From an optimization exercise on the open Yosys and OpenROAD flow, aimed at small area, a short achievable clock period and few clock cycles per item; shortcuts taken in it are not production practice.
At most, simulation tests tie the RTL to the original design; equivalence was not proved.
The RTL of runs 5 and 6 was laid out without a check of its function.
Power figures rest on the tool's default switching activity, not on a simulated workload.

## flow/design.v (module list and top-level ports; edited modules follow where they fit)
// module fp_mul_round: 63 lines
// module fp_mul_pipe: 144 lines
// module fp_mul_tree: 874 lines
module fp_mul_pipe
#(
  parameter int EXP_W = 8,
  parameter int MAN_W = 23
) (
  input  logic                 clk,
  input  logic                 reset,
  input  logic                 in_valid,
  output logic                 in_ready,
  input  logic [EXP_W+MAN_W:0] a,
  input  logic [EXP_W+MAN_W:0] b,
  output logic                 out_valid,
  input  logic                 out_ready,
  output logic [EXP_W+MAN_W:0] result,
  output logic [fp_pkg::FLAG_W-1:0]    flags
);
  // ...
==> flow/run.sh <==
#!/bin/bash
# synth_recipe.tcl (not shown) runs the flow's synth.tcl, then flattens the netlist and writes it again
# the make line also repeats each setting of config.mk as NAME=value (left out here)
make -C /OpenROAD-flow-scripts/flow DESIGN_CONFIG=/design/flow/config.mk WORK_HOME=/design/flow/orfs CLKGATE_MAP_FILE= SYNTH_SCRIPT=/design/flow/synth_recipe.tcl finish
==> flow/config.mk <==
export PLATFORM = sky130hd
export DESIGN_NAME = fp_mul_pipe
export DESIGN_NICKNAME = fp_mul_pipe
export VERILOG_FILES = /design/flow/design.v
export SDC_FILE = /design/flow/constraint.sdc
export NUM_CORES = 4
export LEC_CHECK = 0
export CAP_MARGIN = 20
export CORE_MARGIN = 2
export CORE_UTILIZATION = 40
export SETUP_SLACK_MARGIN = 4.2
export SLEW_MARGIN = 20
export TNS_END_PERCENT = 0
==> flow/constraint.sdc <==
create_clock -name core_clock -period 7.5 [get_ports {clk}]
set_input_delay 1.5000 -clock core_clock [delete_from_list [all_inputs] [get_ports {clk}]]
set_output_delay 1.5000 -clock core_clock [all_outputs]
set_load 0.01 [all_outputs]
==> run summary, run 1 <==
----------------------------------------------------
[CTS]
  Sink count of the clock tree ... 268
  Clock Pin Slew Worst Setup and Hold Paths ... 0.07 ns
  Hold-fix buffers, CTS ... 0

[Timing]
  F_max ... slightly below 300 MHz
  Worst setup skew after layout ... between 0.015 and 0.02 ns
  WHS ... around 0.41 ns
  Worst slew slack as a fraction of its limit ... about 43%
  Worst-margin pin slew ... about 0.86 ns

[Final layout]
  Multi-input logic cell count ... 1,626
  Layout clock buffers ... 31
  Post-layout instance count excluding filler cells ... ~3,300
  Combined flip-flop and latch cell area ... 8010 sq um
  Commonest non-fill, non-tap cell in the layout ... inv_1
  Area added between synthesis and finish ... 14.5%
  Area fraction of clock buffers and clock inverters ... between 3 and 4%
  Largest cell class ... multi-input gates

[Drt]
  Number of antenna-violating nets in the routed design ... 0
  Met3 Routed Length ... 7.19 mm
  Met1 WL ... a little under 30 mm
  Count of unresolved DRC violations after routing ... 0

[Place]
  Pre-CTS WS ... 2.89 ns

[Power]
  Dominant power group ... combinational logic
  Share of total power in the clock network ... 11.5%
  Internal power component ... 7.06 mW
  Proportion of power drawn by flip-flops and latches ... between 20% and 30%

[Yosys]
  Most used flip-flop cell after synthesis ... edfxtp_1
  Area of the mapped netlist ... around 25,000 sq um
  Flops & latches, synth ... 268
  Largest cells by area after synthesis ... edfxtp_1 31%, fa_1 20%, xnor2_1 8.6%, a22oi_1 7.7%, ha_1 6.9%
  Yosys warning total ... 2
  Net Count, Synth ... between 2,000 and 3,000
  Number of flops mapped to enable cells by yosys ... ~260

[Critical path]
  CP Data Required Time ... ~7.8 ns
  Launching instance or port of the critical path ... s1_fa[18]
  Depth of the critical timing path with buffers and inverters included ... 11
  Reg2Reg Setup Slack ... ~4.0 ns
  Sort of element at the start of the critical path ... flip-flop

[Die]
  Number of tap instances ... 846
  Cell row count ... 92
  Horizontal extent of the die ... ~260 um
  Io pins ... 106
  Effective utilization at floorplan ... 40.3%

[Status]
  Result of the run ... finished clean

[Worst hold path]
  Hold Startpoint ... s1_exp[3]
  Hold Path Cell Cnt ... 0

----------------------------------------------------
Testbench counts, summed over its fixed seeds: cycles 2,432, items 2,400.
==> run 2: changes to the inputs <==
--- a/flow/config.mk
+++ b/flow/config.mk
@@ -8,6 +8,6 @@
 export CAP_MARGIN = 20
 export CORE_MARGIN = 2
 export CORE_UTILIZATION = 40
-export SETUP_SLACK_MARGIN = 4.2
+export SETUP_SLACK_MARGIN = 4.5
 export SLEW_MARGIN = 20
 export TNS_END_PERCENT = 0
==> run 2 against run 1 <==
Effect of this change:
- utilization stayed put
- largest cell class unchanged
- critical path type unchanged
- cell count unchanged
- still clean on timing, DRC and antenna
- sequential cell count stayed put
- wire length unchanged
- sequential share of layout area is the same
- largest power group unchanged
- worst hold slack unchanged
- highest routed layer unchanged
==> run summary, run 2 <==
----------------------------------------------------
[Status]
  Result of the run ... finished clean (unchanged)

[Drt]
  Number of search-and-repair iterations in the first detailed-routing pass ... 6 (unchanged)
  Count of unresolved DRC violations after routing ... 0 (unchanged)
  Detail-routed net length per standard cell ... 21.1 um (unchanged)
  Avg Vias per Cell ... 5.57 (unchanged)
  Number of DRC markers after the initial detailed-route iteration ... 1,859 (unchanged)
  Met3 Routed Length ... 7.19 mm (unchanged)
  Number of antenna-violating nets in the routed design ... 0 (unchanged)
  Total detailed-routing wirelength ... 70.0 mm (unchanged)
  Highest Signal Layer ... met5 (unchanged)
  Metal2 WL ... 30.3 mm (unchanged)
  Vias ... 18,400 (unchanged)
  Met1 WL ... 29.7 mm (unchanged)

[Final layout]
  Commonest non-fill, non-tap cell in the layout ... inv_1 (unchanged)
  Commonest cells after routing, fill and taps aside ... 309 x inv_1, 264 x edfxtp_1, 254 x a22oi_1, 253 x fa_1, 248 x xnor2_1 (unchanged)
  Antenna Cells ... 0 (unchanged)
  Combined flip-flop and latch cell area ... 8010 sq um (unchanged)
  Fraction of final layout cells sized beyond drive strength 1 ... 8.43% (unchanged)
  End-of-flow core utilization ... 46.2% (unchanged)
  Fill cell total of the finished layout ... 5,783 (unchanged)
  Area added between synthesis and finish ... 14.5% (unchanged)
  Nets ... 2,905 (unchanged)
  Area occupied by multi-input gates ... 15,700 sq um (unchanged)
  Post-layout instance count excluding filler cells ... 3,312 (unchanged)
  Registers with the most flip-flops ... s2_px (38), s2_py (38), result (32) (unchanged)

[Run]
  Max-cap violations ... 0 (unchanged)

[Power]
  Proportion of power drawn by flip-flops and latches ... 24.1% (about the same)
  Leakage power of the design ... 11.8 nW (unchanged)
  Maximum vdd drop ... 0.000225 V (unchanged)
  Net switching power figure ... 5.67 mW (unchanged)
  Share of total power in the clock network ... 11.5% (about the same)
  Internal power component ... 7.06 mW (unchanged)
  PwrDens ... 439 nW/um^2 (unchanged)
  Switching portion of total power ... 44.6% (unchanged)
  Share of total power in combinational logic ... 64.4% (about the same)

[Place]
  Weighted congestion reported at the end of routability-driven placement ... 0.903 (unchanged)
  Half-perimeter wire length after detailed placement ... 46.6 mm (unchanged)
  Pre-CTS WS ... 2.89 ns (unchanged)
  Buffers added on ports ... 105 (unchanged)
  Number of instances in the placed design ... 3,216 (unchanged)

[Die]
  Io pins ... 106 (unchanged)
  Horizontal extent of the die ... 256 um (unchanged)
  Full die area ... 65,400 sq um (unchanged)
  Floorplan Core Area ... 62,900 sq um (unchanged)
  Effective utilization at floorplan ... 40.3% (unchanged)
  Cell row count ... 92 (unchanged)
  Chip Height ... 256 um (unchanged)

[Worst hold path]
  Hold Startpoint ... s1_exp[3] (unchanged)
  Class of the worst hold path ... flip-flop to flip-flop (unchanged)

[CTS]
  Clock Latency Late Sink ... 0.58 ns (about the same)
  CTS H-tree depth ... 1 (unchanged)
  Sink count of the clock tree ... 268 (unchanged)
  Hold-fix buffers, CTS ... 0 (unchanged)
  Clock Tree Root ... clkbuf_16 (unchanged)
  Clock Pin Slew Worst Setup and Hold Paths ... 0.07 ns (about the same)
  Number of buffers created by CTS ... 29 (unchanged)
  CTS tree ... built (unchanged)
  Longest Clk Path Bufs ... 3 (unchanged)

[Timing]
  Worst slew slack as a fraction of its limit ... 42.6% (unchanged)
  Endpoints failing hold ... 0 (unchanged)
  Min Clock Period, post-route ... 3.46 ns (unchanged)
  Worst setup skew after layout ... 0.0157 ns (unchanged)
  Final critical-path setup slack ... 4.04 ns (unchanged)
  WHS ... 0.414 ns (unchanged)
  Worst-margin pin slew ... 0.861 ns (unchanged)
  Setup repair after global routing missed its margin ... yes (unchanged)
  Fin. max-slew vios ... 0 (unchanged)
  Sum of negative setup slack ... 0 ns (unchanged)
  Post-route fraction of the period consumed by the critical path ... 46.1% (unchanged)
  F_max ... 289 MHz (unchanged)
  Number of endpoints failing setup at the final stage ... 0 (unchanged)

[GRT]
  Antenna violations before repair ... 1 (unchanged)
  Wire length of the first global-routing pass ... 109 mm (unchanged)
  Overflow after GRT ... 0 (unchanged)
  Number of global-route vias before repair ... 19,000 (unchanged)
  Largest net degree at the start of global routing ... 86 (unchanged)
  GRT Total Usage ... 21.0% (unchanged)

[Critical path]
  Largest stage delay on the critical path ... 0.47 ns (about the same)
  Largest fanout on the critical path ... 25 (unchanged)
  Cell with the largest stage delay on the worst path ... fa_1 (unchanged)
  Crit path capture type ... flip-flop (unchanged)
  Critical path class ... flip-flop to flip-flop (unchanged)
  CP Data Required Time ... 7.82 ns (about the same)
  Launching instance or port of the critical path ... s1_fa[18] (unchanged)
  Crit path top cell by count ... fa_1 (unchanged)
  Sort of element at the start of the critical path ... flip-flop (unchanged)
  Crit path DAT ... 3.78 ns (about the same)
  FF-to-FF Start ... s1_fa[18] (unchanged)
  Critical path cell sequence ... buf_4, a22oi_1, xor2_1, fa_1, fa_1, inv_1, fa_1, inv_1, fa_1, inv_1, fa_1 (unchanged)

[Yosys]
  Area of the mapped netlist ... 25,300 sq um (unchanged)
  Mean area per synthesized cell ... 10.6 sq um (unchanged)
  Most used flip-flop cell after synthesis ... edfxtp_1 (unchanged)
  Gate Count Post-Synth ... 2,385 (unchanged)
  Cell with the most instances after synthesis ... inv_1 (unchanged)
  Number of flops mapped to enable cells by yosys ... 264 (unchanged)
  Net Count, Synth ... 2,846 (unchanged)
  Largest cells by area after synthesis ... edfxtp_1 31%, fa_1 20%, xnor2_1 8.6%, a22oi_1 7.7%, ha_1 6.9% (unchanged)
  Flops & latches, synth ... 268 (unchanged)
  Share of the synthesized area in the top cell type ... 31.3% (unchanged)
  Yosys warning total ... 2 (unchanged)
  Cell taking the most area after synthesis ... edfxtp_1 (unchanged)
  Most common library cells after synthesis ... 311 x inv_1, 264 x edfxtp_1, 259 x a22oi_1 (unchanged)
  Count of distinct cell types in the synthesized netlist ... 78 (unchanged)
  Register area share after synthesis ... 31.6% (unchanged)
  Async set-or-reset flop fraction in the synthesized netlist ... 0% (unchanged)

----------------------------------------------------
==> run 2: worst paths after layout <==
path / end / slack, ns / cells past startpoint
worst max register to register: s2_pz[19] / 4.04 / 11
worst min register to register: s2_exp[3] / 0.41 / 0
worst min-delay path: s2_exp[3] / 0.41 / 0
worst max-delay path: s2_pz[19] / 4.04 / 11
==> run 2: final cells by class <==
class                   count  share of cell area (%)
multi-input cells        1626                    54.0
well taps                 846                    3.65
flip-flops and latches    268                    27.6
clock inverters            22                   0.832
clock buffers              31                    2.53
repair buffers            204                    7.25
inverters                 315                    4.13
==> run 2: cell families (layout without fill, tap and decap cells) <==
group	after synthesis	in the layout	share of synthesized area, %
simple gates	319	320	6.21
buf+inv	492	572	7.39
flops	268	268	31.6
mux	8	8	0.321
xor+xnor	375	375	13.0
compound gates	530	530	14.6
fa+ha+maj	393	393	26.9
==> run 2: through the flow <==
step                cell area (sq um)  total power [mW]
detailed placement              27200              10.9
finish                          29000              12.7
floorplan                       25400              8.63
global placement                27200              10.7
CTS                             28900              12.7
global route                    29000              14.0
==> run 2: layer usage <==
layer / vias up / GRT usage [%]
li1: 8311 / -
met1: 8957 / 29.1
met2: 955 / 31.9
met3: 221 / 5.21
met4: 2 / 8.11
met5: - / 0
==> run 2: timing repair <==
item / in CTS / in global routing
pin swaps: 9 / 8
gates cloned: 2 / 2
resized for setup: 78 / 15
setup endpoints to repair: 316 / 308
buffers inserted: 32 / 7
==> run 2: power groups by stage <==
stage               combinational (mW)  sequential (mW)  clock (mW)
finish                            8.20             3.07        1.46
global route                      9.27             3.14        1.55
CTS                               8.12             3.07        1.50
detailed placement                7.79             3.12           0
global placement                  7.59             3.11           0
floorplan                         5.61             3.02           0
==> run 2: worst max-delay path, delay by kind of cell, from the launching register on <==
kind / cells / cell delay (ns)
adder cells (fa/ha/maj): 5 / 1.91
XOR/XNOR: 1 / 0.18
AO/OA/AOI/OAI: 1 / 0.18
buffers and inverters: 4 / 0.58
flip-flops: 1 / 0.33
==> run 3: changes to the inputs <==
==> flow/flow/run.sh (new file) <==
#!/bin/bash
# The standard layout, except that the port buffers are sky130_fd_sc_hd__buf_2 cells (which the
# resizer may later size like any buffer) instead of the resizer's default choice.
# Each tool's full output goes to a log file in this folder; ORFS keeps its own logs in orfs/logs.
set -euo pipefail
bash standard.sh synth > synth.log 2>&1
bash standard.sh "BUFFER_PORTS_ARGS=-buffer_cell sky130_fd_sc_hd__buf_2" finish > layout.log 2>&1
==> flow/standard.sh (new file) <==
#!/bin/bash
# synth_recipe.tcl (not shown) runs the flow's synth.tcl, then flattens the netlist and writes it again
# the make line also repeats each setting of config.mk as NAME=value (left out here)
make -C /OpenROAD-flow-scripts/flow DESIGN_CONFIG=/design/flow/config.mk WORK_HOME=/design/flow/orfs CLKGATE_MAP_FILE= SYNTH_SCRIPT=/design/flow/synth_recipe.tcl "${@:-finish}"
--- a/flow/config.mk
+++ b/flow/config.mk
@@ -8,6 +8,6 @@
 export CAP_MARGIN = 20
 export CORE_MARGIN = 2
 export CORE_UTILIZATION = 40
-export SETUP_SLACK_MARGIN = 4.5
+export SETUP_SLACK_MARGIN = 4.2
 export SLEW_MARGIN = 20
 export TNS_END_PERCENT = 0
removed: flow/run.sh
==> run 3 against run 2 <==
Effect of this change:
- clock power decreased by 5%
- largest power group unchanged
- clock-buffer cell count increased by 2
- clock skew increased by 0.029 ns
- cell count increased by 0.72%
- critical path depth unchanged
==> run summary, run 3 <==
----------------------------------------------------
[Yosys]
  Mean area per synthesized cell ... 10.6 sq um (unchanged)
  Most used flip-flop cell after synthesis ... edfxtp_1 (unchanged)
  Count of distinct cell types in the synthesized netlist ... 78 (unchanged)
  Register area share after synthesis ... 31.6% (unchanged)
  Largest cells by area after synthesis ... edfxtp_1 31%, fa_1 20%, xnor2_1 8.6%, a22oi_1 7.7%, ha_1 6.9% (unchanged)
  Yosys warning total ... 2 (unchanged)
  Flops & latches, synth ... 268 (unchanged)
  Cell taking the most area after synthesis ... edfxtp_1 (unchanged)
  Async set-or-reset flop fraction in the synthesized netlist ... 0% (unchanged)
  Net Count, Synth ... 2,846 (unchanged)
  Area of the mapped netlist ... 25,300 sq um (unchanged)
  Gate Count Post-Synth ... 2,385 (unchanged)
  Cell with the most instances after synthesis ... inv_1 (unchanged)
  Share of the synthesized area in the top cell type ... 31.3% (unchanged)
  Most common library cells after synthesis ... 311 x inv_1, 264 x edfxtp_1, 259 x a22oi_1 (unchanged)
  Number of flops mapped to enable cells by yosys ... 264 (unchanged)

[Drt]
  Vias ... 18,800 (was 18,400)
  Count of unresolved DRC violations after routing ... 0 (unchanged)
  Number of antenna-violating nets in the routed design ... 0 (unchanged)
  Total detailed-routing wirelength ... 72.7 mm (was 70.0 mm)
  Avg Vias per Cell ... 5.64 (was 5.57)
  Detail-routed net length per standard cell ... 21.8 um (was 21.1 um)
  Number of search-and-repair iterations in the first detailed-routing pass ... 6 (unchanged)
  Number of DRC markers after the initial detailed-route iteration ... 1,945 (was 1,859)

[Timing]
  Post-route fraction of the period consumed by the critical path ... 46.1% (about the same)
  Sum of negative setup slack ... 0 ns (unchanged)
  Setup repair after global routing missed its margin ... yes (unchanged)
  Worst slew slack as a fraction of its limit ... 39.2% (was 42.6%)
  Endpoints failing hold ... 0 (unchanged)
  Fin. max-slew vios ... 0 (unchanged)
  WHS ... 0.414 ns (about the same)
  Number of endpoints failing setup at the final stage ... 0 (unchanged)
  F_max ... 289 MHz (about the same)
  Worst-margin pin slew ... 0.911 ns (was 0.861 ns)
  Min Clock Period, post-route ... 3.46 ns (about the same)
  Worst setup skew after layout ... 0.0449 ns (was 0.0157 ns)

[Worst hold path]
  Class of the worst hold path ... flip-flop to flip-flop (unchanged)
  Worst Hold Endpoint ... s2_exp[7] (was s2_exp[3])
  Hold Path Cell Cnt ... 0 (unchanged)
  Hold Startpoint ... s1_exp[7] (was s1_exp[3])

[Critical path]
  FF-to-FF Start ... s1_one[2] (was s1_fa[18])
  Largest fanout on the critical path ... 2 (was 25)
  Reg2Reg Setup Slack ... 4.04 ns (about the same)
  CP Data Required Time ... 7.85 ns (was 7.82 ns)
  Crit path capture type ... flip-flop (unchanged)
  Crit path DAT ... 3.81 ns (was 3.78 ns)
  Launching instance or port of the critical path ... s1_one[2] (was s1_fa[18])
  Sort of element at the start of the critical path ... flip-flop (unchanged)
  Critical path class ... flip-flop to flip-flop (unchanged)
  Logic depth of the worst register-to-register path ... 11 (unchanged)
  Worst reg2reg path endpoint ... s2_pz[17] (was s2_pz[19])

[CTS]
  CTS H-tree depth ... 1 (unchanged)
  Clock Pin Slew Worst Setup and Hold Paths ... 0.07 ns (about the same)
  Sink count of the clock tree ... 268 (unchanged)
  Longest Clk Path Bufs ... 3 (unchanged)
  Clock Tree Root ... clkbuf_16 (unchanged)
  CTS tree ... built (unchanged)
  Clock Latency Late Sink ... 0.61 ns (was 0.58 ns)
  Number of buffers created by CTS ... 29 (unchanged)

[Place]
  Weighted congestion reported at the end of routability-driven placement ... 0.901 (was 0.903)
  Total cell area at the placement stage ... 26,700 sq um (was 27,200 sq um)
  Half-perimeter wire length after detailed placement ... 47.0 mm (was 46.6 mm)
  Buffers added on ports ... 105 (unchanged)

[Die]
  Horizontal extent of the die ... 256 um (unchanged)
  Cell row count ... 92 (unchanged)
  Effective utilization at floorplan ... 40.3% (unchanged)
  Full die area ... 65,400 sq um (unchanged)
  Floorplan Core Area ... 62,900 sq um (unchanged)
  Io pins ... 106 (unchanged)
  Chip Height ... 256 um (unchanged)

[GRT]
  GRT Total Usage ... 21.8% (was 21.0%)
  Antenna violations before repair ... 1 (unchanged)
  Largest net degree at the start of global routing ... 75 (was 86)
  Wire length of the first global-routing pass ... 113 mm (was 109 mm)
  Number of global-route vias before repair ... 19,300 (was 19,000)
  Overflow after GRT ... 0 (unchanged)

[Final layout]
  Final Cell Area ... 29,000 sq um (about the same)
  Commonest non-fill, non-tap cell in the layout ... inv_1 (unchanged)
  Registers with the most flip-flops ... s2_px (38), s2_py (38), result (32) (unchanged)
  Commonest cells after routing, fill and taps aside ... 304 x inv_1, 264 x edfxtp_1, 248 x xnor2_1, 245 x fa_1, 241 x a22oi_1 (was 309 x inv_1, 264 x edfxtp_1, 254 x a22oi_1, 253 x fa_1, 248 x xnor2_1)
  Antenna Cells ... 0 (unchanged)
  Nets ... 2,929 (was 2,905)
  Fraction of final layout cells sized beyond drive strength 1 ... 14.4% (was 8.43%)
  Area added between synthesis and finish ... 14.3% (was 14.5%)

[Status]
  Result of the run ... finished clean (unchanged)

[Power]
  PwrDens ... 436 nW/um^2 (was 439 nW/um^2)
  Maximum vdd drop ... 0.000234 V (was 0.000225 V)
  Leakage power of the design ... 12.0 nW (was 11.8 nW)

[Run]
  Max-cap violations ... 0 (unchanged)

----------------------------------------------------
## run 3: repair_timing
| action | 4_1_cts | 5_1_grt |
|---|---|---|
| hold buffers | 0 | 0 |
| gates cloned | 8 | 2 |
| pin swaps | 18 | 21 |
| gates resized for setup | 117 | 38 |
| setup buffers | 41 | 16 |
| setup endpoints to repair | 279 | 246 |
## run 3: metal layers
metal  wire length (um)  global-route usage [%]  up-vias
li1                   -                       -     8371
met1              30400                    29.8     9170
met2              31400                    33.1     1025
met3               7440                    5.05      244
met4               3500                    9.49        2
met5                 28                       0        -
## run 3: cell type report
class	count	area (sq um)
fillers	5839	33900
multi-input cells	1627	15800
flip-flops and latches	268	8010
repair buffers	227	2000
inverters	315	1210
well taps	846	1060
clock buffers	33	741
clock inverters	20	164
## run 3: worst max-delay path, cell delays in order, from the launching register on
cell and delay [ns]:
edfxtp_1 0.44, buf_6 0.17, buf_4 0.13, a22oi_2 0.18
xnor2_1 0.17, fa_1 0.21, inv_1 0.05, fa_1 0.48
fa_1 0.43, inv_1 0.09, fa_1 0.43, fa_1 0.43
## run 3: how the worst max path moves through the flow
stage | slack (ns) | cells past startpoint | end
detailed placement | 2.93 | 7 | s2_pz[19]
CTS | 4.08 | 12 | s2_lz
global route | 3.93 | 11 | s2_pz[13]
finish | 4.04 | 11 | s2_pz[17]
global placement | 3.02 | 7 | s2_pz[17]
floorplan | 3.65 | 2 | in_ready
## run 3: cells by family after synthesis
family | Yosys count | synth area share (%)
compound gates | 530 | 14.6
xor+xnor | 375 | 13.0
fa+ha+maj | 393 | 26.9
buf+inv | 492 | 7.39
flops | 268 | 31.6
mux | 8 | 0.321
simple gates | 319 | 6.21
## run 3: metrics by stage
step                      setup WS (ns)  instances  power, mW  util, %
after floorplan                    3.65       2385       8.63        -
after global placement             3.02       3216       10.6     42.4
after detailed placement           2.93       3216       10.8     42.4
after CTS                          4.08       3318       12.5     45.6
after global routing               3.93       3336       13.9     46.1
final                              4.04       3336       12.6     46.1
## run 3: where the power goes
| group | total (mW) | internal, mW | leakage, nW | switching (mW) |
|---|---|---|---|---|
| clock | 1.38 | 0.752 | 0.434 | 0.623 |
| sequential | 3.07 | 2.72 | 2.89 | 0.356 |
| combinational | 8.18 | 3.45 | 8.65 | 4.73 |
==> run 4: changes to the inputs <==
==> flow/flow/run.sh (replaced) <==
#!/bin/bash
# The standard layout, except that the port buffers are sky130_fd_sc_hd__buf_2 cells (which the
# resizer may later size like any buffer) instead of the resizer's default choice, and the
# resizer may swap a cell for any equivalent one, not only one of the same footprint.
# Each tool's full output goes to a log file in this folder; ORFS keeps its own logs in orfs/logs.
set -euo pipefail
bash standard.sh synth > synth.log 2>&1
bash standard.sh "BUFFER_PORTS_ARGS=-buffer_cell sky130_fd_sc_hd__buf_2" MATCH_CELL_FOOTPRINT=0 finish > layout.log 2>&1
==> run 4 against run 3 <==
Effect of this change:
- still clean on timing, DRC and antenna
- worst hold slack improved by 0.0027 ns
- global-route usage rose by 0.24 points
- combinational power barely moved
- via count rose by 0.89%
- clock skew fell by 0.026 ns
- sequential power barely moved
- sequential share of layout area fell by 0.082 points
- non-clock buffer count rose by 15
- critical path type unchanged
- largest power group unchanged
- cell count rose by 0.42%
- fmax barely moved
- highest routed layer unchanged
- critical endpoint is now s2_pz[14]
==> run summary, run 4 <==
----------------------------------------------------
[Place]
  Buffers added on ports ... 105 (unchanged)
  Pre-CTS WS ... 2.98 ns (was 2.93 ns)
  Weighted congestion reported at the end of routability-driven placement ... 0.891 (was 0.901)
  Half-perimeter wire length after detailed placement ... 47.1 mm (was 47.0 mm)

[Worst hold path]
  Hold Path Cell Cnt ... 0 (unchanged)
  Class of the worst hold path ... flip-flop to flip-flop (unchanged)
  Hold Startpoint ... s1_exp[4] (was s1_exp[7])

[Critical path]
  Sort of element at the start of the critical path ... flip-flop (unchanged)
  Largest fanout on the critical path ... 25 (was 2)
  Number of buffers and inverters on the critical path ... 3 (was 4)
  Largest stage delay on the critical path ... 0.55 ns (was 0.48 ns)
  Critical path class ... flip-flop to flip-flop (unchanged)
  Crit path top cell by count ... fa_1 (unchanged)
  Cell with the largest stage delay on the worst path ... fa_1 (unchanged)
  Crit path capture type ... flip-flop (unchanged)
  FF-to-FF Start ... s1_fa[10] (was s1_one[2])
  Critical path cell sequence ... buf_4, a22oi_1, xnor2_1, fa_1, inv_1, fa_1, inv_1, fa_1, fa_1 (was buf_6, buf_4, a22oi_2, xnor2_1, fa_1, inv_1, fa_1, fa_1, inv_1, fa_1, fa_1)
  Crit path DAT ... 3.79 ns (was 3.81 ns)
  CP Data Required Time ... 7.83 ns (was 7.85 ns)
  Logic depth of the worst register-to-register path ... 9 (was 11)
  Kind of cell adding the most delay to the critical path ... adder cells (unchanged)
  Launching instance or port of the critical path ... s1_fa[10] (was s1_one[2])
  Depth of the critical timing path with buffers and inverters included ... 9 (was 11)

[Power]
  PwrDens ... 437 nW/um^2 (was 436 nW/um^2)
  Maximum vdd drop ... 0.000265 V (was 0.000234 V)
  Leakage power of the design ... 12.0 nW (about the same)
  Proportion of power drawn by flip-flops and latches ... 24.1% (was 24.3%)
  Share of total power in the clock network ... 11.7% (was 10.9%)
  Share of total power in combinational logic ... 64.2% (was 64.8%)
  Internal power component ... 6.97 mW (was 6.91 mW)
  Net switching power figure ... 5.73 mW (was 5.71 mW)
  Switching portion of total power ... 45.1% (was 45.2%)

[CTS]
  Sink count of the clock tree ... 268 (unchanged)
  Clock Latency Late Sink ... 0.60 ns (was 0.61 ns)
  Clock Tree Root ... clkbuf_16 (unchanged)
  CTS H-tree depth ... 1 (unchanged)
  CTS tree ... built (unchanged)
  Clock Pin Slew Worst Setup and Hold Paths ... 0.06 ns (was 0.07 ns)
  Hold-fix buffers, CTS ... 0 (unchanged)
  Longest Clk Path Bufs ... 3 (unchanged)
  Number of buffers created by CTS ... 31 (was 29)

[GRT]
  Met2 global-route usage ... 33.4% (was 33.1%)
  Met1 routing resource usage after global routing ... 29.8% (about the same)
  GRT busiest layer ... met2 (unchanged)
  Largest net degree at the start of global routing ... 78 (was 75)
  Overflow after GRT ... 0 (unchanged)
  Global routing met3 resource utilization ... 5.74% (was 5.05%)
  GRT Total Usage ... 22.1% (was 21.8%)
  Wire length of the first global-routing pass ... 114 mm (was 113 mm)
  Antenna violations before repair ... 2 (was 1)
  Number of global-route vias before repair ... 19,700 (was 19,300)

[Final layout]
  Fraction of final layout cells sized beyond drive strength 1 ... 14.4% (about the same)
  Nets ... 2,944 (was 2,929)
  Fill cell total of the finished layout ... 5,850 (was 5,839)
  Commonest non-fill, non-tap cell in the layout ... inv_1 (unchanged)
  Registers with the most flip-flops ... s2_px (38), s2_py (38), result (32) (unchanged)
  Area added between synthesis and finish ... 14.6% (was 14.3%)
  Commonest cells after routing, fill and taps aside ... 305 x inv_1, 264 x edfxtp_1, 249 x a22oi_1, 248 x xnor2_1, 246 x fa_1 (was 304 x inv_1, 264 x edfxtp_1, 248 x xnor2_1, 245 x fa_1, 241 x a22oi_1)
  Antenna Cells ... 0 (unchanged)

[Timing]
  Sum of negative setup slack ... 0 ns (unchanged)
  Min Clock Period, post-route ... 3.46 ns (about the same)
  Fin. max-slew vios ... 0 (unchanged)
  Endpoints failing hold ... 0 (unchanged)
  F_max ... 289 MHz (about the same)
  Worst setup skew after layout ... 0.0184 ns (was 0.0449 ns)
  Post-route fraction of the period consumed by the critical path ... 46.1% (about the same)
  Worst slew slack as a fraction of its limit ... 35.8% (was 39.2%)
  Number of endpoints failing setup at the final stage ... 0 (unchanged)
  Final critical-path setup slack ... 4.04 ns (about the same)
  Worst-margin pin slew ... 0.962 ns (was 0.911 ns)
  Setup repair after global routing missed its margin ... yes (unchanged)

[Yosys]
  Most common library cells after synthesis ... 311 x inv_1, 264 x edfxtp_1, 259 x a22oi_1 (unchanged)
  Most used flip-flop cell after synthesis ... edfxtp_1 (unchanged)
  Yosys warning total ... 2 (unchanged)
  Register area share after synthesis ... 31.6% (unchanged)
  Net Count, Synth ... 2,846 (unchanged)
  Count of distinct cell types in the synthesized netlist ... 78 (unchanged)
  Mean area per synthesized cell ... 10.6 sq um (unchanged)
  Share of the synthesized area in the top cell type ... 31.3% (unchanged)
  Number of flops mapped to enable cells by yosys ... 264 (unchanged)
  Area of the mapped netlist ... 25,300 sq um (unchanged)
  Cell with the most instances after synthesis ... inv_1 (unchanged)
  Flops & latches, synth ... 268 (unchanged)
  Largest cells by area after synthesis ... edfxtp_1 31%, fa_1 20%, xnor2_1 8.6%, a22oi_1 7.7%, ha_1 6.9% (unchanged)
  Async set-or-reset flop fraction in the synthesized netlist ... 0% (unchanged)
  Cell taking the most area after synthesis ... edfxtp_1 (unchanged)
  Gate Count Post-Synth ... 2,385 (unchanged)

[Drt]
  Detail-routed net length per standard cell ... 21.8 um (about the same)
  Number of DRC markers after the initial detailed-route iteration ... 1,913 (was 1,945)
  Total detailed-routing wirelength ... 73.0 mm (was 72.7 mm)
  Vias ... 19,000 (was 18,800)
  Avg Vias per Cell ... 5.67 (was 5.64)
  Count of unresolved DRC violations after routing ... 0 (unchanged)
  Number of antenna-violating nets in the routed design ... 0 (unchanged)
  Number of search-and-repair iterations in the first detailed-routing pass ... 7 (was 6)

[Die]
  Horizontal extent of the die ... 256 um (unchanged)
  Floorplan Core Area ... 62,900 sq um (unchanged)
  Cell row count ... 92 (unchanged)
  Effective utilization at floorplan ... 40.3% (unchanged)
  Full die area ... 65,400 sq um (unchanged)
  Io pins ... 106 (unchanged)
  Chip Height ... 256 um (unchanged)

[Run]
  Max-cap violations ... 0 (unchanged)

[Status]
  Result of the run ... finished clean (unchanged)

----------------------------------------------------
[run 4: cell counts after synthesis]
No cell type changed its count.
[run 4: power by group through the flow]
stage               logic [mW]  clock network, mW  registers (mW)
global placement          7.48                  0            3.12
floorplan                 5.61                  0            3.02
detailed placement        7.66                  0            3.13
finish                    8.15               1.48            3.06
CTS                       8.07               1.52            3.07
global route              9.23               1.59            3.14
[run 4: final timing paths]
check	to	slack, ns
setup / recovery	s2_pz[14]	4.04
hold / removal	s2_exp[4]	0.42
setup reg to reg	s2_pz[14]	4.04
hold reg to reg	s2_exp[4]	0.42
[run 4: cells by family after synthesis]
logic type / Yosys count / synth area share [%]
compound gates: 530 / 14.6
simple gates: 319 / 6.21
fa+ha+maj: 393 / 26.9
flops: 268 / 31.6
buf+inv: 492 / 7.39
mux: 8 / 0.321
xor+xnor: 375 / 13.0
[run 4: timing repair]
action / CTS / global route
endpoints found under the setup margin: 133 / 85
buffers inserted: 61 / 13
gates cloned: 7 / 0
pin swaps: 26 / 5
resized for setup: 124 / 7
[run 4: cell type report]
type / count / area (sq um) / share of cell area (%)
Multi-Input combinational cell: 1625 / 15700 / 54.1
Sequential cell: 268 / 8010 / 27.6
Timing Repair Buffer: 242 / 2080 / 7.15
Inverter: 315 / 1210 / 4.16
Tap cell: 846 / 1060 / 3.64
Clock buffer: 33 / 783 / 2.70
Clock inverter: 21 / 204 / 0.702
[run 4: metrics by stage]
stage / hold WS [ns] / power [mW] / instances / cell area (sq um) / utilization, %
2_1_floorplan: 0.400 / 8.63 / 2385 / 25400 / -
3_3_place_gp: 0.401 / 10.6 / 3214 / 26700 / 42.4
3_5_place_dp: 0.405 / 10.8 / 3215 / 26700 / 42.5
4_1_cts: 0.416 / 12.7 / 3337 / 28900 / 46.0
5_1_grt: 0.421 / 14.0 / 3350 / 29100 / 46.2
6_report: 0.417 / 12.7 / 3350 / 29100 / 46.2
[run 4: worst register-to-register path: stages (launching register included)]
cell	delay [ns]
edfxtp_1	0.32
buf_4	0.40
a22oi_1	0.19
xnor2_1	0.18
fa_1	0.48
inv_1	0.06
fa_1	0.55
inv_1	0.08
fa_1	0.52
fa_1	0.41
[run 4: per-layer routing]
metal | share of wire, % | wire length (um)
met3 | 10 | 7600
met4 | 5.0 | 3620
met5 | 0.018 | 13
met1 | 42 | 30500
met2 | 43 | 31300
==> module fp_mul_pipe, before the edit <==
module fp_mul_pipe
#(
  parameter int EXP_W = 8,
  parameter int MAN_W = 23
) (
  input  logic                 clk,
  input  logic                 reset,
  input  logic                 in_valid,
  output logic                 in_ready,
  input  logic [EXP_W+MAN_W:0] a,
  input  logic [EXP_W+MAN_W:0] b,
  output logic                 out_valid,
  input  logic                 out_ready,
  output logic [EXP_W+MAN_W:0] result,
  output logic [fp_pkg::FLAG_W-1:0]    flags
);
  logic en;
  assign en       = out_ready || !out_valid;
  assign in_ready = en;
  logic [7:0]  ea, eb;
  logic [22:0] fa, fb;
  logic [1:0]  ka, kb, kab;
  assign ea = a[30:23];
  assign eb = b[30:23];
  assign fa = a[22:0];
  assign fb = b[22:0];
  function automatic logic [1:0] classify(input logic exp_ones, input logic exp_zero, input logic frac_nz);
    if (exp_ones)      classify = frac_nz ? KIND_NAN : KIND_INF;
    else if (exp_zero) classify = KIND_ZERO;
    else               classify = KIND_NORM;
  endfunction
  function automatic logic [1:0] combine_kind(input logic [1:0] x, input logic [1:0] y);
    if (x == KIND_NAN || y == KIND_NAN)                                             combine_kind = KIND_NAN;
    else if ((x == KIND_INF && y == KIND_ZERO) || (x == KIND_ZERO && y == KIND_INF)) combine_kind = KIND_NAN;
    else if (x == KIND_INF || y == KIND_INF)                                        combine_kind = KIND_INF;
    else if (x == KIND_ZERO || y == KIND_ZERO)                                      combine_kind = KIND_ZERO;
    else                                                                            combine_kind = KIND_NORM;
  endfunction
  assign ka  = classify(&ea, ~|ea, |fa);
  assign kb  = classify(&eb, ~|eb, |fb);
  assign kab = combine_kind(ka, kb);
  logic [24:0] bx;
  logic [11:0] b_one, b_two, b_neg;
  assign bx = {1'b1, fb, 1'b0};
  always_comb begin
    for (int i = 0; i < 12; i++) begin
      b_one[i] = bx[2*i+1] ^ bx[2*i];
      b_two[i] = (bx[2*i+2] & ~bx[2*i+1] & ~bx[2*i]) | (~bx[2*i+2] & bx[2*i+1] & bx[2*i]);
      b_neg[i] = bx[2*i+2];
    end
  end
  logic        s1_valid, s1_sign;
  logic [9:0]  s1_exp;
  logic [1:0]  s1_kind;
  logic [22:0] s1_fa;
  logic [11:0] s1_one, s1_two, s1_neg;
  logic        s2_valid, s2_sign;
  logic [9:0]  s2_exp;
  logic [1:0]  s2_kind;
  localparam int LOW = 10;    
  logic [47:LOW] s2_px, s2_py, s2_pz;
  logic        s2_lz;
  logic        s3_valid, s3_sign;
  logic [7:0]  s3_exp;
  logic [2:0]  s3_ovf, s3_unf;    
  logic [1:0]  s3_kind;
  logic [47:22] s3_prod;
  logic        s3_sticky;
  logic [47:LOW] px, py, pz, prod;
  logic [2:0]  ovf_k, unf_k;
  logic        low_z;
  logic [31:0] rnd_result;
  logic [3:0]  rnd_flags;
  always_ff @(posedge clk) begin
    if (reset) begin
      s1_valid  <= 1'b0;
      s2_valid  <= 1'b0;
      s3_valid  <= 1'b0;
      out_valid <= 1'b0;
    end else if (en) begin
      s1_valid  <= in_valid;
      s2_valid  <= s1_valid;
      s3_valid  <= s2_valid;
      out_valid <= s3_valid;
    end
  end
  always_ff @(posedge clk) begin
    if (en) begin
      s1_sign <= a[31] ^ b[31];
      s1_exp  <= {2'b00, ea} + {2'b00, eb} - 10'd127;
      s1_kind <= kab;
      s1_fa   <= fa;
      s1_one  <= b_one;
      s1_two  <= b_two;
      s1_neg  <= b_neg;
      s2_sign <= s1_sign;
      s2_exp  <= s1_exp;
      s2_kind <= s1_kind;
      s2_px   <= px;
      s2_py   <= py;
      s2_pz   <= pz;
      s2_lz   <= low_z;
      s3_sign   <= s2_sign;
      s3_exp    <= s2_exp[7:0];
      s3_ovf    <= ovf_k;
      s3_unf    <= unf_k;
      s3_kind   <= s2_kind;
      s3_prod   <= prod[47:22];
      s3_sticky <= !(s2_lz && prod[21:LOW] == '0);
      result  <= rnd_result;
      flags   <= rnd_flags;
    end
  end
  fp_mul_tree u_tree (
    .fa    (s1_fa),
    .one   (s1_one),
    .two   (s1_two),
    .neg   (s1_neg),
    .px    (px),
    .py    (py),
    .pz    (pz),
    .low_z (low_z)
  );
  always_comb begin
    for (int k = 0; k < 3; k++) begin
      logic [9:0] e;
      e = s2_exp + 10'(k);
      ovf_k[k] = !e[9] && (e[8:0] >= 9'd255);
      unf_k[k] = e[9] || (e == '0);
    end
  end
  assign prod = s2_px + s2_py + s2_pz;
  fp_mul_round u_round (
    .sign   (s3_sign),
    .exp    (s3_exp),
    .ovf_k  (s3_ovf),
    .unf_k  (s3_unf),
    .kind   (s3_kind),
    .prod   (s3_prod),
    .sticky (s3_sticky),
    .result (rnd_result),
    .flags  (rnd_flags)
  );
endmodule
==> run 5: changes to the inputs <==
--- a/flow/design.v
+++ b/flow/design.v
@@ -90,8 +90,11 @@
   output logic [EXP_W+MAN_W:0] result,
   output logic [fp_pkg::FLAG_W-1:0]    flags
 );
-  logic en;
-  assign en       = out_ready || !out_valid;
+  logic en, take, sk_valid;
+  logic [31:0] sk_result;
+  logic [3:0]  sk_flags;
+  assign en       = !sk_valid;                  
+  assign take     = out_ready || !out_valid;    
   assign in_ready = en;
   logic [7:0]  ea, eb;
   logic [22:0] fa, fb;
@@ -112,6 +115,8 @@
     else if (x == KIND_ZERO || y == KIND_ZERO)                                      combine_kind = KIND_ZERO;
     else                                                                            combine_kind = KIND_NORM;
   endfunction
+  logic [9:0]  esum;
+  assign esum = {1'b0, ea, 1'b1} + {1'b0, eb, 1'b1};
   assign ka  = classify(&ea, ~|ea, |fa);
   assign kb  = classify(&eb, ~|eb, |fb);
   assign kab = combine_kind(ka, kb);
@@ -126,12 +131,12 @@
     end
   end
   logic        s1_valid, s1_sign;
-  logic [9:0]  s1_exp;
+  logic [8:0]  s1_exp;           
   logic [1:0]  s1_kind;
   logic [22:0] s1_fa;
   logic [11:0] s1_one, s1_two, s1_neg;
   logic        s2_valid, s2_sign;
-  logic [9:0]  s2_exp;
+  logic [8:0]  s2_exp;
   logic [1:0]  s2_kind;
   localparam int LOW = 10;    
   logic [47:LOW] s2_px, s2_py, s2_pz;
@@ -153,17 +158,31 @@
       s2_valid  <= 1'b0;
       s3_valid  <= 1'b0;
       out_valid <= 1'b0;
-    end else if (en) begin
-      s1_valid  <= in_valid;
-      s2_valid  <= s1_valid;
-      s3_valid  <= s2_valid;
-      out_valid <= s3_valid;
+      sk_valid  <= 1'b0;
+    end else begin
+      if (en) begin
+        s1_valid <= in_valid;
+        s2_valid <= s1_valid;
+        s3_valid <= s2_valid;
+      end
+      if (take) out_valid <= sk_valid || s3_valid;
+      sk_valid <= sk_valid ? !take : (s3_valid && !take);
+    end
+  end
+  always_ff @(posedge clk) begin
+    if (take) begin
+      result <= sk_valid ? sk_result : rnd_result;
+      flags  <= sk_valid ? sk_flags  : rnd_flags;
+    end
+    if (en) begin
+      sk_result <= rnd_result;
+      sk_flags  <= rnd_flags;
     end
   end
   always_ff @(posedge clk) begin
     if (en) begin
       s1_sign <= a[31] ^ b[31];
-      s1_exp  <= {2'b00, ea} + {2'b00, eb} - 10'd127;
+      s1_exp  <= esum[9:1];
       s1_kind <= kab;
       s1_fa   <= fa;
       s1_one  <= b_one;
@@ -177,14 +196,12 @@
       s2_pz   <= pz;
       s2_lz   <= low_z;
       s3_sign   <= s2_sign;
-      s3_exp    <= s2_exp[7:0];
+      s3_exp    <= s2_exp[7:0] ^ 8'h80;    
       s3_ovf    <= ovf_k;
       s3_unf    <= unf_k;
       s3_kind   <= s2_kind;
       s3_prod   <= prod[47:22];
       s3_sticky <= !(s2_lz && prod[21:LOW] == '0);
-      result  <= rnd_result;
-      flags   <= rnd_flags;
     end
   end
   fp_mul_tree u_tree (
@@ -200,12 +217,15 @@
   always_comb begin
     for (int k = 0; k < 3; k++) begin
       logic [9:0] e;
-      e = s2_exp + 10'(k);
-      ovf_k[k] = !e[9] && (e[8:0] >= 9'd255);
-      unf_k[k] = e[9] || (e == '0);
+      e = {1'b0, s2_exp} + 10'(k);        
+      ovf_k[k] = e >= 10'd383;
+      unf_k[k] = e <= 10'd128;
     end
   end
-  assign prod = s2_px + s2_py + s2_pz;
+  logic [47:LOW] cx, cy;
+  assign cx   = s2_px ^ s2_py ^ s2_pz;
+  assign cy   = (s2_px & s2_py) | (s2_px & s2_pz) | (s2_py & s2_pz);
+  assign prod = cx + {cy[46:LOW], 1'b0};
   fp_mul_round u_round (
     .sign   (s3_sign),
     .exp    (s3_exp),
==> flow/flow/run.sh (replaced) <==
#!/bin/bash
# The standard layout, except that the port buffers are sky130_fd_sc_hd__buf_2 cells (which the
# resizer may later size like any buffer) instead of the resizer's default choice.
# Each tool's full output goes to a log file in this folder; ORFS keeps its own logs in orfs/logs.
set -euo pipefail
bash standard.sh synth > synth.log 2>&1
bash standard.sh "BUFFER_PORTS_ARGS=-buffer_cell sky130_fd_sc_hd__buf_2" finish > layout.log 2>&1
--- a/flow/config.mk
+++ b/flow/config.mk
@@ -8,6 +8,6 @@
 export CAP_MARGIN = 20
 export CORE_MARGIN = 2
 export CORE_UTILIZATION = 40
-export SETUP_SLACK_MARGIN = 4.2
+export SETUP_SLACK_MARGIN = 4.5
 export SLEW_MARGIN = 20
 export TNS_END_PERCENT = 0
==> run 5 against run 4 <==
Effect of this change:
- sequential cell count increased by 35
- first-iteration DRC count is 14% higher
- clock-buffer cell count up 13
- combinational power up 2%
- wire length is 1.3% higher
- power rose by 4.6%
- sequential power up 6.5%
==> run summary, run 5 <==
----------------------------------------------------
[Status]
  Result of the run ... finished clean (unchanged)

[Critical path]
  Kind of cell adding the most delay to the critical path ... adder cells (unchanged)
  Crit path capture type ... flip-flop (unchanged)
  Largest stage delay on the critical path ... 0.47 ns (was 0.55 ns)
  Cell with the largest stage delay on the worst path ... edfxtp_1 (was fa_1)
  Critical path class ... flip-flop to flip-flop (unchanged)
  Crit path DAT ... 3.83 ns (was 3.79 ns)
  Number of buffers and inverters on the critical path ... 5 (was 3)
  Sort of element at the start of the critical path ... flip-flop (unchanged)
  CP Data Required Time ... 7.89 ns (was 7.83 ns)
  FF-to-FF Start ... s1_fa[6] (was s1_fa[10])
  Critical path cell sequence ... buf_4, clkbuf_16, buf_4, a22oi_2, xnor2_1, fa_1, inv_1, fa_1, inv_1, ha_2, ha_4, xor2_1, nand4_1, nor3_2 (was buf_4, a22oi_1, xnor2_1, fa_1, inv_1, fa_1, inv_1, fa_1, fa_1)
  Reg2Reg Setup Slack ... 4.06 ns (was 4.04 ns)
  Worst reg2reg path endpoint ... s2_lz (was s2_pz[14])
  Largest fanout on the critical path ... 4 (was 25)
  Depth of the critical timing path with buffers and inverters included ... 14 (was 9)
  Logic depth of the worst register-to-register path ... 14 (was 9)

[Final layout]
  Commonest non-fill, non-tap cell in the layout ... inv_1 (unchanged)
  Commonest cells after routing, fill and taps aside ... 279 x inv_1, 262 x edfxtp_1, 248 x fa_1, 244 x a22oi_1, 238 x xnor2_1 (was 305 x inv_1, 264 x edfxtp_1, 249 x a22oi_1, 248 x xnor2_1, 246 x fa_1)
  Area added between synthesis and finish ... 17.5% (was 14.6%)
  Registers with the most flip-flops ... s2_px (38), s2_py (38) (was s2_px (38), s2_py (38), result (32))
  Fraction of final layout cells sized beyond drive strength 1 ... 16.7% (was 14.4%)
  Antenna Cells ... 0 (unchanged)
  End-of-flow core utilization ... 47.4% (was 46.2%)
  Final Cell Area ... 30,400 sq um (was 29,100 sq um)
  Nets ... 2,982 (was 2,944)

[Yosys]
  Largest cells by area after synthesis ... edfxtp_1 30%, fa_1 20%, xnor2_1 8.2%, a22oi_1 7.5%, ha_1 6.1% (was edfxtp_1 31%, fa_1 20%, xnor2_1 8.6%, a22oi_1 7.7%, ha_1 6.9%)
  Gate Count Post-Synth ... 2,390 (was 2,385)
  Register area share after synthesis ... 33.6% (was 31.6%)
  Async set-or-reset flop fraction in the synthesized netlist ... 0% (unchanged)
  Mean area per synthesized cell ... 10.8 sq um (was 10.6 sq um)
  Flops & latches, synth ... 303 (was 268)
  Most used flip-flop cell after synthesis ... edfxtp_1 (unchanged)
  Cell with the most instances after synthesis ... inv_1 (unchanged)
  Number of flops mapped to enable cells by yosys ... 262 (was 264)
  Most common library cells after synthesis ... 283 x inv_1, 262 x edfxtp_1, 258 x a22oi_1 (was 311 x inv_1, 264 x edfxtp_1, 259 x a22oi_1)
  Area of the mapped netlist ... 25,800 sq um (was 25,300 sq um)
  Share of the synthesized area in the top cell type ... 30.4% (was 31.3%)
  Yosys warning total ... 2 (unchanged)
  Net Count, Synth ... 2,837 (was 2,846)
  Count of distinct cell types in the synthesized netlist ... 84 (was 78)
  Cell taking the most area after synthesis ... edfxtp_1 (unchanged)

[GRT]
  Number of global-route vias before repair ... 19,200 (was 19,700)
  GRT Total Usage ... 21.3% (was 22.1%)
  Antenna violations before repair ... 3 (was 2)
  Wire length of the first global-routing pass ... 111 mm (was 114 mm)
  Overflow after GRT ... 0 (unchanged)
  Largest net degree at the start of global routing ... 92 (was 78)

[Drt]
  Avg Vias per Cell ... 5.63 (was 5.67)
  Number of DRC markers after the initial detailed-route iteration ... 2,184 (was 1,913)
  Total detailed-routing wirelength ... 74.0 mm (was 73.0 mm)
  Number of antenna-violating nets in the routed design ... 0 (unchanged)
  Number of search-and-repair iterations in the first detailed-routing pass ... 6 (was 7)
  Detail-routed net length per standard cell ... 21.6 um (was 21.8 um)
  Count of unresolved DRC violations after routing ... 0 (unchanged)
  Vias ... 19,200 (was 19,000)

[Die]
  Chip Height ... 258 um (was 256 um)
  Floorplan Core Area ... 64,100 sq um (was 62,900 sq um)
  Cell row count ... 93 (was 92)
  Horizontal extent of the die ... 258 um (was 256 um)
  Full die area ... 66,700 sq um (was 65,400 sq um)
  Io pins ... 106 (unchanged)
  Effective utilization at floorplan ... 40.3% (about the same)

[Place]
  Buffers added on ports ... 105 (unchanged)
  Half-perimeter wire length after detailed placement ... 47.0 mm (was 47.1 mm)
  Weighted congestion reported at the end of routability-driven placement ... 0.885 (was 0.891)
  Total cell area at the placement stage ... 27,200 sq um (was 26,700 sq um)

[Timing]
  Number of endpoints failing setup at the final stage ... 0 (unchanged)
  Setup repair after global routing missed its margin ... yes (unchanged)
  Fin. max-slew vios ... 0 (unchanged)
  Sum of negative setup slack ... 0 ns (unchanged)
  Worst setup skew after layout ... 0.0249 ns (was 0.0184 ns)
  F_max ... 291 MHz (was 289 MHz)
  Worst slew slack as a fraction of its limit ... 37.2% (was 35.8%)
  Worst-margin pin slew ... 0.942 ns (was 0.962 ns)
  Post-route fraction of the period consumed by the critical path ... 45.8% (was 46.1%)
  Min Clock Period, post-route ... 3.44 ns (was 3.46 ns)
  Endpoints failing hold ... 0 (unchanged)

[CTS]
  Longest Clk Path Bufs ... 3 (unchanged)
  Clock Latency Late Sink ... 0.57 ns (was 0.60 ns)
  Clock Tree Root ... clkbuf_16 (unchanged)
  Sink count of the clock tree ... 303 (was 268)
  CTS H-tree depth ... 2 (was 1)
  CTS tree ... built (unchanged)
  Number of buffers created by CTS ... 36 (was 31)
  Hold-fix buffers, CTS ... 0 (unchanged)
  Clock Pin Slew Worst Setup and Hold Paths ... 0.06 ns (about the same)

[Power]
  Maximum vdd drop ... 0.000312 V (was 0.000265 V)
  PwrDens ... 438 nW/um^2 (was 437 nW/um^2)
  Post-route total power ... 13.3 mW (was 12.7 mW)
  Leakage power of the design ... 12.6 nW (was 12.0 nW)

[Worst hold path]
  Hold Path Cell Cnt ... 0 (unchanged)
  Class of the worst hold path ... flip-flop to flip-flop (unchanged)
  Hold Startpoint ... s1_exp[6] (was s1_exp[4])
  Worst Hold Endpoint ... s2_exp[6] (was s2_exp[4])

[Run]
  Max-cap violations ... 0 (unchanged)

----------------------------------------------------
==> run 5: changes by cell type in the layout (fill, tap and decap cells not counted), sizes merged, moves of 13 or more <==
cell    change
buf        +39
dfxtp      +37
inv        -26
a22o       +23
a211oi     -21
nor2       -15
ha         -14
nand2      +13
==> run 5: worst reg2reg max path, cell delays in order (launching register included) <==
cell and delay (ns):
edfxtp_1 0.47, buf_4 0.20, clkbuf_16 0.15, buf_4 0.13
a22oi_2 0.17, xnor2_1 0.12, fa_1 0.40, inv_1 0.10
fa_1 0.43, inv_1 0.07, ha_2 0.29, ha_4 0.29
xor2_1 0.15, nand4_1 0.12, nor3_2 0.18
==> run 5: per-layer routing <==
| layer | part of all wire (%) | GRT usage, % | vias to the layer above |
|---|---|---|---|
| li1 | - | - | 8544 |
| met1 | 41 | 28.7 | 9372 |
| met2 | 44 | 32.6 | 1077 |
| met3 | 9.7 | 5.05 | 242 |
| met4 | 4.9 | 9.52 | 6 |
| met5 | 0.054 | 0 | - |
==> run 5: kinds of logic after synthesis <==
| family | after synthesis | synth area share (%) |
|---|---|---|
| flip-flops | 303 | 33.6 |
| multiplexers | 10 | 0.402 |
| XOR/XNOR | 370 | 12.5 |
| adder cells (fa/ha/maj) | 380 | 25.7 |
| AO/OA/AOI/OAI | 529 | 14.4 |
| buffers and inverters | 461 | 6.75 |
| AND/OR/NAND/NOR | 337 | 6.53 |
==> run 5: where the power goes <==
group | internal [mW] | leakage [nW] | switching (mW)
Combinational | 3.62 | 8.83 | 4.67
Sequential | 2.93 | 3.19 | 0.324
Clock | 1.00 | 0.588 | 0.736
==> run 5: stage by stage <==
| step | setup slack (ns) | hold slack (ns) | std cells |
|---|---|---|---|
| 6_report | 4.06 | 0.421 | 3418 |
| 4_1_cts | 3.99 | 0.420 | 3357 |
| 5_1_grt | 3.92 | 0.432 | 3418 |
| 3_3_place_gp | 3.39 | 0.407 | 3219 |
| 2_1_floorplan | 4.27 | 0.400 | 2390 |
| 3_5_place_dp | 3.28 | 0.405 | 3219 |
==> run 5: area by class of cell <==
type                            instances  area [sq um]
Tap cell                              855          1070
Sequential cell                       303          8690
Fill cell                            5676         33800
Timing Repair Buffer                  280          2460
Clock buffer                           46          1000
Multi-Input combinational cell       1626         15800
Inverter                              288          1110
Clock inverter                         20           194
==> run 5: repair_timing <==
item                                    4_1_cts  5_1_grt
pin swaps                                    17       22
resized for setup                            23       90
endpoints found under the hold margin         0        0
cloned                                        0        9
endpoints found under the setup margin      190      186
setup buffers                                72       52
==> run 5: worst max-delay path by stage <==
stage | slack [ns] | from | end
finish | 4.06 | s1_fa[6] | s2_lz
global route | 3.92 | s3_prod[30] | result[9]
CTS | 3.99 | s2_pz[3] | s3_prod[46]
detailed placement | 3.28 | s1_neg[0] | s2_lz
global placement | 3.39 | s1_neg[0] | s2_px[10]
floorplan | 4.27 | s1_neg[2] | s2_pz[14]
==> run 6: changes to the inputs <==
==> flow/run.sh (new file) <==
#!/bin/bash
# synth_recipe.tcl (not shown) runs the flow's synth.tcl, then flattens the netlist and writes it again
# the make line also repeats each setting of config.mk as NAME=value (left out here)
make -C /OpenROAD-flow-scripts/flow DESIGN_CONFIG=/design/flow/config.mk WORK_HOME=/design/flow/orfs CLKGATE_MAP_FILE= SYNTH_SCRIPT=/design/flow/synth_recipe.tcl finish
removed: flow/flow/run.sh
removed: flow/standard.sh
==> run 6 against run 5 <==
Effect of this change:
- clock-buffer cell count up 2
- sequential share of layout area is 0.14 points lower
- sequential power about the same
- critical endpoint is now s2_pz[14]
- still clean
- clock skew grew 0.0079 ns
- power up 0.68%
- die area did not move
- cell area grew 0.51%
- synthesized cell count is the same
- utilization up 0.24 points
- critical path depth fell by 6
- area after synthesis unchanged
- non-clock buffer count fell by 26
==> run summary, run 6 <==
----------------------------------------------------
[Status]
  Result of the run ... finished clean (unchanged)

[Timing]
  Worst slew slack as a fraction of its limit ... 39.4% (was 37.2%)
  Setup repair after global routing missed its margin ... yes (unchanged)
  Post-route fraction of the period consumed by the critical path ... 46.4% (was 45.8%)
  Fin. max-slew vios ... 0 (unchanged)
  Sum of negative setup slack ... 0 ns (unchanged)
  Number of endpoints failing setup at the final stage ... 0 (unchanged)
  Worst-margin pin slew ... 0.909 ns (was 0.942 ns)
  WHS ... 0.419 ns (was 0.421 ns)
  Final critical-path setup slack ... 4.02 ns (was 4.06 ns)
  F_max ... 287 MHz (was 291 MHz)
  Min Clock Period, post-route ... 3.48 ns (was 3.44 ns)
  Endpoints failing hold ... 0 (unchanged)
  Worst setup skew after layout ... 0.0328 ns (was 0.0249 ns)

[Critical path]
  Sort of element at the start of the critical path ... flip-flop (unchanged)
  Crit path capture type ... flip-flop (unchanged)
  Logic depth of the worst register-to-register path ... 8 (was 14)
  Crit path top cell by count ... fa_1
  Largest fanout on the critical path ... 9 (was 4)
  CP Data Required Time ... 7.80 ns (was 7.89 ns)
  Crit path DAT ... 3.78 ns (was 3.83 ns)
  Cell with the largest stage delay on the worst path ... fa_2 (was edfxtp_1)
  Critical path class ... flip-flop to flip-flop (unchanged)
  Reg2Reg Setup Slack ... 4.02 ns (was 4.06 ns)
  Largest stage delay on the critical path ... 0.57 ns (was 0.47 ns)
  Worst reg2reg path endpoint ... s2_pz[14] (was s2_lz)
  Critical path cell sequence ... buf_4, xnor2_1, fa_1, inv_1, fa_1, inv_1, fa_2, fa_1 (was buf_4, clkbuf_16, buf_4, a22oi_2, xnor2_1, fa_1, inv_1, fa_1, inv_1, ha_2, ha_4, xor2_1, nand4_1, nor3_2)
  FF-to-FF Start ... s1_neg[3] (was s1_fa[6])

[CTS]
  CTS H-tree depth ... 2 (unchanged)
  Sink count of the clock tree ... 303 (unchanged)
  Longest Clk Path Bufs ... 3 (unchanged)
  Clock Pin Slew Worst Setup and Hold Paths ... 0.05 ns (was 0.06 ns)
  Clock Latency Late Sink ... 0.57 ns (about the same)
  Hold-fix buffers, CTS ... 0 (unchanged)
  CTS tree ... built (unchanged)
  Number of buffers created by CTS ... 37 (was 36)
  Clock Tree Root ... clkbuf_16 (unchanged)

[Final layout]
  Commonest cells after routing, fill and taps aside ... 279 x inv_1, 262 x edfxtp_1, 246 x fa_1, 243 x a22oi_1, 239 x xnor2_1 (was 279 x inv_1, 262 x edfxtp_1, 248 x fa_1, 244 x a22oi_1, 238 x xnor2_1)
  Commonest non-fill, non-tap cell in the layout ... inv_1 (unchanged)
  Fill cell total of the finished layout ... 5,888 (was 5,676)
  Registers with the most flip-flops ... s2_px (38), s2_py (38) (unchanged)
  Antenna Cells ... 0 (unchanged)
  End-of-flow core utilization ... 47.6% (was 47.4%)
  Final Cell Area ... 30,500 sq um (was 30,400 sq um)
  Area added between synthesis and finish ... 18.1% (was 17.5%)
  Nets ... 2,958 (was 2,982)
  Fraction of final layout cells sized beyond drive strength 1 ... 11.8% (was 16.7%)
  Post-layout instance count excluding filler cells ... 3,394 (was 3,418)

[GRT]
  Antenna violations before repair ... 1 (was 3)
  Global routing met3 resource utilization ... 5.16% (was 5.05%)
  Met1 routing resource usage after global routing ... 29.0% (was 28.7%)
  GRT Total Usage ... 21.8% (was 21.3%)
  Number of global-route vias before repair ... 19,700 (was 19,200)
  Largest net degree at the start of global routing ... 72 (was 92)
  Wire length of the first global-routing pass ... 114 mm (was 111 mm)
  GRT busiest layer ... met2 (unchanged)
  Met2 global-route usage ... 34.1% (was 32.6%)
  Overflow after GRT ... 0 (unchanged)

[Power]
  PwrDens ... 438 nW/um^2 (about the same)
  Maximum vdd drop ... 0.000260 V (was 0.000312 V)
  Leakage power of the design ... 12.3 nW (was 12.6 nW)
  Post-route total power ... 13.4 mW (was 13.3 mW)

[Yosys]
  Net Count, Synth ... 2,837 (unchanged)
  Most common library cells after synthesis ... 283 x inv_1, 262 x edfxtp_1, 258 x a22oi_1 (unchanged)
  Async set-or-reset flop fraction in the synthesized netlist ... 0% (unchanged)
  Gate Count Post-Synth ... 2,390 (unchanged)
  Most used flip-flop cell after synthesis ... edfxtp_1 (unchanged)
  Cell with the most instances after synthesis ... inv_1 (unchanged)
  Count of distinct cell types in the synthesized netlist ... 84 (unchanged)
  Cell taking the most area after synthesis ... edfxtp_1 (unchanged)
  Register area share after synthesis ... 33.6% (unchanged)
  Mean area per synthesized cell ... 10.8 sq um (unchanged)
  Share of the synthesized area in the top cell type ... 30.4% (unchanged)
  Area of the mapped netlist ... 25,800 sq um (unchanged)
  Yosys warning total ... 2 (unchanged)
  Flops & latches, synth ... 303 (unchanged)
  Largest cells by area after synthesis ... edfxtp_1 30%, fa_1 20%, xnor2_1 8.2%, a22oi_1 7.5%, ha_1 6.1% (unchanged)
  Number of flops mapped to enable cells by yosys ... 262 (unchanged)

[Worst hold path]
  Worst Hold Endpoint ... s2_exp[3] (was s2_exp[6])
  Hold Path Cell Cnt ... 0 (unchanged)
  Class of the worst hold path ... flip-flop to flip-flop (unchanged)
  Hold Startpoint ... s1_exp[3] (was s1_exp[6])

[Drt]
  Number of antenna-violating nets in the routed design ... 0 (unchanged)
  Avg Vias per Cell ... 5.61 (was 5.63)
  Detail-routed net length per standard cell ... 21.6 um (about the same)
  Total detailed-routing wirelength ... 73.2 mm (was 74.0 mm)
  Vias ... 19,000 (was 19,200)
  Count of unresolved DRC violations after routing ... 0 (unchanged)
  Number of DRC markers after the initial detailed-route iteration ... 1,931 (was 2,184)
  Number of search-and-repair iterations in the first detailed-routing pass ... 6 (unchanged)

[Place]
  Total cell area at the placement stage ... 27,800 sq um (was 27,200 sq um)
  Number of instances in the placed design ... 3,223 (was 3,219)
  Half-perimeter wire length after detailed placement ... 47.5 mm (was 47.0 mm)
  Pre-CTS WS ... 3.23 ns (was 3.28 ns)
  Weighted congestion reported at the end of routability-driven placement ... 0.891 (was 0.885)
  Buffers added on ports ... 105 (unchanged)

[Die]
  Io pins ... 106 (unchanged)
  Horizontal extent of the die ... 258 um (unchanged)
  Full die area ... 66,700 sq um (unchanged)
  Floorplan Core Area ... 64,100 sq um (unchanged)
  Chip Height ... 258 um (unchanged)
  Effective utilization at floorplan ... 40.3% (unchanged)
  Cell row count ... 93 (unchanged)

[Run]
  Max-cap violations ... 0 (unchanged)

----------------------------------------------------
==> run 6: cell counts after synthesis <==
No cell type changed its count.
==> run 6: kinds of logic (layout without fill, tap and decap cells) <==
logic type                 Yosys count  in the layout  share of synthesized area (%)
adders and majority gates          380            380                           25.7
AOI/OAI and AO/OA                  529            529                           14.4
DFF                                303            303                           33.6
buffers and inverters              461            610                           6.75
xor gates and xnor gates           370            370                           12.5
muxes                               10             10                          0.402
and+or+nand+nor                    337            337                           6.53
==> run 6: cell type report <==
cell class | count | area [sq um] | area share (%)
clock buffer | 48 | 988 | 3.24
clock inverter | 19 | 171 | 0.562
inverter | 288 | 1120 | 3.67
multi-input combinational | 1626 | 15900 | 52.0
sequential | 303 | 8690 | 28.5
tap | 855 | 1070 | 3.51
timing repair buffer | 254 | 2620 | 8.57
timing repair inverter | 1 | 8.76 | 0.0287
==> run 6: power by group <==
part / switching (mW) / internal, mW / leakage, nW
registers: 0.327 / 2.94 / 3.19
logic: 4.67 / 3.73 / 8.60
clock network: 0.734 / 0.980 / 0.540
total: 5.73 / 7.64 / 12.3
==> run 6: per-layer routing <==
layer	routed length, um	part of all wire [%]
met5	0	0
met4	3280	4.5
met3	6740	9.2
met2	32600	45
met1	30600	42
==> run 6: worst max path at each step <==
stage	start	endpoint	slack (ns)	depth (start not counted)
detailed placement	s1_neg[0]	s2_lz	3.23	10
CTS	s2_pz[3]	s3_prod[46]	4.01	12
global placement	s1_neg[0]	s2_pz[13]	3.38	8
finish	s1_neg[3]	s2_pz[14]	4.02	8
floorplan	s1_neg[2]	s2_pz[14]	4.27	9
global route	s3_prod[24]	result[25]	3.91	16
==> run 6: timing repair <==
item | in CTS | in global routing
pin swaps | 17 | 26
resized for setup | 35 | 71
cloned | 1 | 1
endpoints found under the setup margin | 197 | 188
buffers inserted | 75 | 27
==> run 6: worst max-delay path: cells and delay by family, from the launching register on <==
kind | cells | cell delay [ns]
xor+xnor | 1 | 0.15
fa+ha+maj | 4 | 2.06
flops | 1 | 0.51
buf+inv | 3 | 0.49

## what the ideal ports hide
In the flow no input, the clock included, has a driving cell. The finished layouts below were timed again as built, in two steps.
Step 1 sets driving cells, clkbuf_16 on the clock port and buf_2 on the other inputs (assumed; they add their load-dependent delay and slew).
Step 2 also shifts input and output timing later by t, the mid clock arrival at the registers, as if the neighbouring blocks saw the same clock.
Three values: ideal ports, drivers, drivers and shift; two values: the first two.
run	t (ns)	setup slack, ns	worst setup path at the end	latest minus earliest clock arrival (ns)
run 1	0.635	4.040 / 4.040 / 3.467	input to register	0.016 / 0.017
run 2	0.635	4.040 / 4.040 / 3.467	input to register	0.016 / 0.017
run 3	0.645	4.042 / 4.042 / 3.515	input to register	0.045 / 0.045
run 4	0.649	4.042 / 4.042 / 3.745	input to register	0.019 / 0.019
run 5	0.607	4.062 / 4.062 / 3.945	input to register	0.029 / 0.029
run 6	0.611	4.018 / 4.018 / 3.599	input to register	0.033 / 0.033
After both steps setup and hold are still met in every run listed.
